From an optimization exercise on the open Yosys and OpenROAD flow, aimed at small area, a short achievable clock period and few clock cycles per item; shortcuts taken in it are not production practice.

==> inputs of trial 4 <==
==> flow/design.v <==
package aesKeyPkg;
	typedef logic [31:0] word32;  
	typedef logic [127:0] aesKey128;  
	typedef logic [1407:0] expandedKey;  
	typedef logic [3:0] roundIndex;
	typedef logic [7:0] rconByte;
	localparam roundIndex numRounds = 4'd10;
	localparam int numWords = 14;
endpackage
`timescale 1ns/1ps
module sboxLookup (
	input aesKeyPkg::word32 inWord,
	output aesKeyPkg::word32 outWord
);
	for (genvar b = 0; b < 4; b++)
	begin : g_byte
		sboxBP sbox (
			.x(inWord[b * 8 +: 8]),
			.y(outWord[b * 8 +: 8])
		);
	end
endmodule
module sboxBP (
	input logic [7:0] x,
	output logic [7:0] y
);
	logic U0, U1, U2, U3, U4, U5, U6, U7;
	logic T1, T2, T3, T4, T5, T6, T7, T8, T9, T10, T11, T12, T13, T14, T15, T16, T17, T18, T19, T20, T21, T22, T23, T24, T25, T26, T27;
	logic M1, M2, M3, M4, M5, M6, M7, M8, M9, M10, M11, M12, M13, M14, M15, M16, M17, M18, M19, M20, M21, M22, M23, M24, M25, M26, M27, M28, M29, M30, M31, M32, M33, M34, M35, M36, M37, M38, M39, M40, M41, M42, M43, M44, M45, M46, M47, M48, M49, M50, M51, M52, M53, M54, M55, M56, M57, M58, M59, M60, M61, M62, M63;
	logic L0, L1, L2, L3, L4, L5, L6, L7, L8, L9, L10, L11, L12, L13, L14, L15, L16, L17, L18, L19, L20, L21, L22, L23, L24, L25, L26, L27, L28, L29;
	assign {U0, U1, U2, U3, U4, U5, U6, U7} = x;
	assign T1 = U0 ^ U3;
	assign T2 = U0 ^ U5;
	assign T3 = U0 ^ U6;
	assign T4 = U3 ^ U5;
	assign T5 = U4 ^ U6;
	assign T6 = T1 ^ T5;
	assign T7 = U1 ^ U2;
	assign T8 = U7 ^ T6;
	assign T9 = U7 ^ T7;
	assign T10 = T6 ^ T7;
	assign T11 = U1 ^ U5;
	assign T12 = U2 ^ U5;
	assign T13 = T3 ^ T4;
	assign T14 = T6 ^ T11;
	assign T15 = T5 ^ T11;
	assign T16 = T5 ^ T12;
	assign T17 = T9 ^ T16;
	assign T18 = U3 ^ U7;
	assign T19 = T7 ^ T18;
	assign T20 = T1 ^ T19;
	assign T21 = U6 ^ U7;
	assign T22 = T7 ^ T21;
	assign T23 = T2 ^ T22;
	assign T24 = T2 ^ T10;
	assign T25 = T20 ^ T17;
	assign T26 = T3 ^ T16;
	assign T27 = T1 ^ T12;
	assign M1 = T13 & T6;
	assign M2 = T23 & T8;
	assign M3 = T14 ^ M1;
	assign M4 = T19 & U7;
	assign M5 = M4 ^ M1;
	assign M6 = T3 & T16;
	assign M7 = T22 & T9;
	assign M8 = T26 ^ M6;
	assign M9 = T20 & T17;
	assign M10 = M9 ^ M6;
	assign M11 = T1 & T15;
	assign M12 = T4 & T27;
	assign M13 = M12 ^ M11;
	assign M14 = T2 & T10;
	assign M15 = M14 ^ M11;
	assign M16 = M3 ^ M2;
	assign M17 = M5 ^ T24;
	assign M18 = M8 ^ M7;
	assign M19 = M10 ^ M15;
	assign M20 = M16 ^ M13;
	assign M21 = M17 ^ M15;
	assign M22 = M18 ^ M13;
	assign M23 = M19 ^ T25;
	assign M24 = M22 ^ M23;
	assign M25 = M22 & M20;
	assign M26 = M21 ^ M25;
	assign M27 = M20 ^ M21;
	assign M28 = M23 ^ M25;
	assign M29 = M28 & M27;
	assign M30 = M26 & M24;
	assign M31 = M20 & M23;
	assign M32 = M27 & M31;
	assign M33 = M27 ^ M25;
	assign M34 = M21 & M22;
	assign M35 = M24 & M34;
	assign M36 = M24 ^ M25;
	assign M37 = M21 ^ M29;
	assign M38 = M32 ^ M33;
	assign M39 = M23 ^ M30;
	assign M40 = M35 ^ M36;
	assign M41 = M38 ^ M40;
	assign M42 = M37 ^ M39;
	assign M43 = M37 ^ M38;
	assign M44 = M39 ^ M40;
	assign M45 = M42 ^ M41;
	assign M46 = M44 & T6;
	assign M47 = M40 & T8;
	assign M48 = M39 & U7;
	assign M49 = M43 & T16;
	assign M50 = M38 & T9;
	assign M51 = M37 & T17;
	assign M52 = M42 & T15;
	assign M53 = M45 & T27;
	assign M54 = M41 & T10;
	assign M55 = M44 & T13;
	assign M56 = M40 & T23;
	assign M57 = M39 & T19;
	assign M58 = M43 & T3;
	assign M59 = M38 & T22;
	assign M60 = M37 & T20;
	assign M61 = M42 & T1;
	assign M62 = M45 & T4;
	assign M63 = M41 & T2;
	assign L0 = M61 ^ M62;
	assign L1 = M50 ^ M56;
	assign L2 = M46 ^ M48;
	assign L3 = M47 ^ M55;
	assign L4 = M54 ^ M58;
	assign L5 = M49 ^ M61;
	assign L6 = M62 ^ L5;
	assign L7 = M46 ^ L3;
	assign L8 = M51 ^ M59;
	assign L9 = M52 ^ M53;
	assign L10 = M53 ^ L4;
	assign L11 = M60 ^ L2;
	assign L12 = M48 ^ M51;
	assign L13 = M50 ^ L0;
	assign L14 = M52 ^ M61;
	assign L15 = M55 ^ L1;
	assign L16 = M56 ^ L0;
	assign L17 = M57 ^ L1;
	assign L18 = M58 ^ L8;
	assign L19 = M63 ^ L4;
	assign L20 = L0 ^ L1;
	assign L21 = L1 ^ L7;
	assign L22 = L3 ^ L12;
	assign L23 = L18 ^ L2;
	assign L24 = L15 ^ L9;
	assign L25 = L6 ^ L10;
	assign L26 = L7 ^ L9;
	assign L27 = L8 ^ L10;
	assign L28 = L11 ^ L14;
	assign L29 = L11 ^ L17;
	assign y[7] = L6 ^ L24;
	assign y[6] = ~(L16 ^ L26);
	assign y[5] = ~(L19 ^ L28);
	assign y[4] = L6 ^ L21;
	assign y[3] = L20 ^ L22;
	assign y[2] = L25 ^ L29;
	assign y[1] = ~(L13 ^ L27);
	assign y[0] = ~(L6 ^ L23);
endmodule
`timescale 1ns/1ps
module keyLoader (
	input aesKeyPkg::aesKey128 cipherKey,
	output logic [3:0][31:0] loadWords
);
	aesKeyPkg::word32 k0, k1, k2, k3;
	assign {k0, k1, k2, k3} = cipherKey;
	assign loadWords[0] = k3;
	assign loadWords[1] = k2 ^ k3;
	assign loadWords[2] = k1 ^ k3;
	assign loadWords[3] = k0 ^ k1 ^ k2 ^ k3;
endmodule
`timescale 1ns/1ps
module roundKeyGenerator (
	input logic clock,
	input logic reset,
	input logic start,
	output logic shift,  
	output aesKeyPkg::rconByte rcon,  
	output logic done
);
	logic running;
	aesKeyPkg::roundIndex count;  
	always_ff @(posedge clock)
	begin
		if (reset)
		begin
			running <= 1'b0;
			done <= 1'b0;
		end
		else if (start)
		begin
			running <= 1'b1;
			done <= 1'b0;
		end
		else if (running && count == aesKeyPkg::numRounds)
		begin
			running <= 1'b0;
			done <= 1'b1;
		end
	end
	always_ff @(posedge clock)
	begin
		if (start)
			count <= 4'd1;
		else if (running)
			count <= count + 4'd1;
	end
	always_comb
	begin
		case (count)
			4'd1: rcon = 8'h01;
			4'd2: rcon = 8'h02;
			4'd3: rcon = 8'h04;
			4'd4: rcon = 8'h08;
			4'd5: rcon = 8'h10;
			4'd6: rcon = 8'h20;
			4'd7: rcon = 8'h40;
			4'd8: rcon = 8'h80;
			4'd9: rcon = 8'h1b;
			4'd10: rcon = 8'h36;
			default: rcon = 8'h00;
		endcase
	end
	assign shift = running;
endmodule
`timescale 1ns/1ps
module keyScheduleStore (
	input logic clock,
	input logic start,
	input logic shift,
	input logic [3:0][31:0] loadWords,
	input aesKeyPkg::word32 nextWord,
	output logic [13:0][31:0] words
);
	always_ff @(posedge clock)
	begin
		if (start)
		begin
			for (int j = 0; j < 4; j++)
				words[j] <= loadWords[j];
			for (int j = 4; j < 14; j++)
				words[j] <= words[j - 1];
		end
		else if (shift)
		begin
			words[0] <= nextWord;
			for (int j = 1; j < 14; j++)
				words[j] <= words[j - 1];
		end
	end
endmodule
`timescale 1ns/1ps
module keyExpansionTop (
	input logic clock,
	input logic reset,
	input logic start,
	input aesKeyPkg::aesKey128 cipherKey,
	output aesKeyPkg::expandedKey keyExp,
	output logic keyExpDone
);
	logic [3:0][31:0] loadWords;
	logic [13:0][31:0] words;  
	aesKeyPkg::word32 subWord;
	aesKeyPkg::word32 nextWord;
	aesKeyPkg::rconByte rcon;
	logic shift;
	keyLoader loader (
		.cipherKey(cipherKey),
		.loadWords(loadWords)
	);
	roundKeyGenerator control (
		.clock(clock),
		.reset(reset),
		.start(start),
		.shift(shift),
		.rcon(rcon),
		.done(keyExpDone)
	);
	sboxLookup sbox (
		.inWord({words[0][23:0], words[0][31:24]}),
		.outWord(subWord)
	);
	assign nextWord = words[3] ^ subWord ^ {rcon, 24'h000000};
	keyScheduleStore store (
		.clock(clock),
		.start(start),
		.shift(shift),
		.loadWords(loadWords),
		.nextWord(nextWord),
		.words(words)
	);
	for (genvar r = 0; r <= 10; r++)
	begin : g_out
		aesKeyPkg::word32 d0, d1, d2, d3, w2;
		assign d0 = words[10 - r];
		assign d1 = words[11 - r];
		assign d2 = words[12 - r];
		assign d3 = words[13 - r];
		assign w2 = d0 ^ d1;
		assign keyExp[1407 - 128 * r -: 128] = {w2 ^ d2 ^ d3, d0 ^ d2, w2, d0};
	end
endmodule
==> flow/run.sh <==
#!/bin/bash
# synth_recipe.tcl (not shown) runs the flow's synth.tcl, then flattens the netlist and writes it again
# the make line also repeats each setting of config.mk as NAME=value (left out here)
make -C /OpenROAD-flow-scripts/flow DESIGN_CONFIG=/design/flow/config.mk WORK_HOME=/design/flow/orfs CLKGATE_MAP_FILE= SYNTH_SCRIPT=/design/flow/synth_recipe.tcl finish
==> flow/config.mk <==
export PLATFORM = sky130hd
export DESIGN_NAME = keyExpansionTop
export DESIGN_NICKNAME = keyExpansionTop
export VERILOG_FILES = /design/flow/design.v
export SDC_FILE = /design/flow/constraint.sdc
export NUM_CORES = 4
export LEC_CHECK = 0
export CAP_MARGIN = 20
export CORE_MARGIN = 2
export CORE_UTILIZATION = 40
export SLEW_MARGIN = 20
==> flow/constraint.sdc <==
create_clock -name core_clock -period 10.0 [get_ports {clock}]
set_input_delay 2.0000 -clock core_clock [delete_from_list [all_inputs] [get_ports {clock}]]
set_output_delay 2.0000 -clock core_clock [all_outputs]
set_load 0.01 [all_outputs]
==> inputs of build 16, as changes to trial 4 <==
==> flow/design.v, changed modules only <==
module sboxLookup(input [31:0] inWord, output [31:0] outWord);
  localparam [2047:0] SBOX = {
		128'h637c777bf26b6fc53001672bfed7ab76, 128'hca82c97dfa5947f0add4a2af9ca472c0,
		128'hb7fd9326363ff7cc34a5e5f171d83115, 128'h04c723c31896059a071280e2eb27b275,
		128'h09832c1a1b6e5aa0523bd6b329e32f84, 128'h53d100ed20fcb15b6acbbe394a4c58cf,
		128'hd0efaafb434d338545f9027f503c9fa8, 128'h51a3408f929d38f5bcb6da2110fff3d2,
		128'hcd0c13ec5f974417c4a77e3d645d1973, 128'h60814fdc222a908846eeb814de5e0bdb,
		128'he0323a0a4906245cc2d3ac629195e479, 128'he7c8376d8dd54ea96c56f4ea657aae08,
		128'hba78252e1ca6b4c6e8dd741f4bbd8b8a, 128'h703eb5664803f60e613557b986c11d9e,
		128'he1f8981169d98e949b1e87e9ce5528df, 128'h8ca1890dbfe6426841992d0fb054bb16};
  genvar b;
  generate for (b=0;b<4;b=b+1) begin : g
    wire [7:0] x = inWord[8*b +: 8];
    assign outWord[8*b +: 8] = SBOX[2047 - 8*x -: 8];
  end endgenerate
endmodule
// module sboxBP removed
==> run summary <==
| quantity | trial 4 | build 16 |
|---|---|---|
| Result of the run | did not finish | did not finish |
| Stage where the flow stopped | I/O pin placement (3_2_place_iop) | I/O pin placement (3_2_place_iop) |
| Top cell type's share of synthesized area | 36.5% | 31.4% |
| Netlist Area Pre-Place | 36900 um^2 | 42900 um^2 |
| Multiplexer share of the synthesized area | 1.34% | 2.87% |
| Vert. Die Dim | 308 um | 332 um |
| Portion of the post-synthesis area used by sequential elements | 37.3% | 32.0% |
| FP Rows | 111 | 120 |
| Average instance area after synthesis | 10.6 um^2 | 9.34 um^2 |
| Chip width | 308 um | 332 um |
| Number of nets in the synthesized netlist | 3625 | 4790 |
| Initial core utilization | 40.3% | 40.2% |
| Number of instances in the synthesized netlist | 3480 | 4593 |
| Library cells used by synthesis | 101 | 93 |
| Area fraction in compound gates after synthesis | 7.09% | 15.6% |
| Simple-gate share of the synthesized area | 5.97% | 11.0% |
No functional check of the RTL was part of any run of this note.
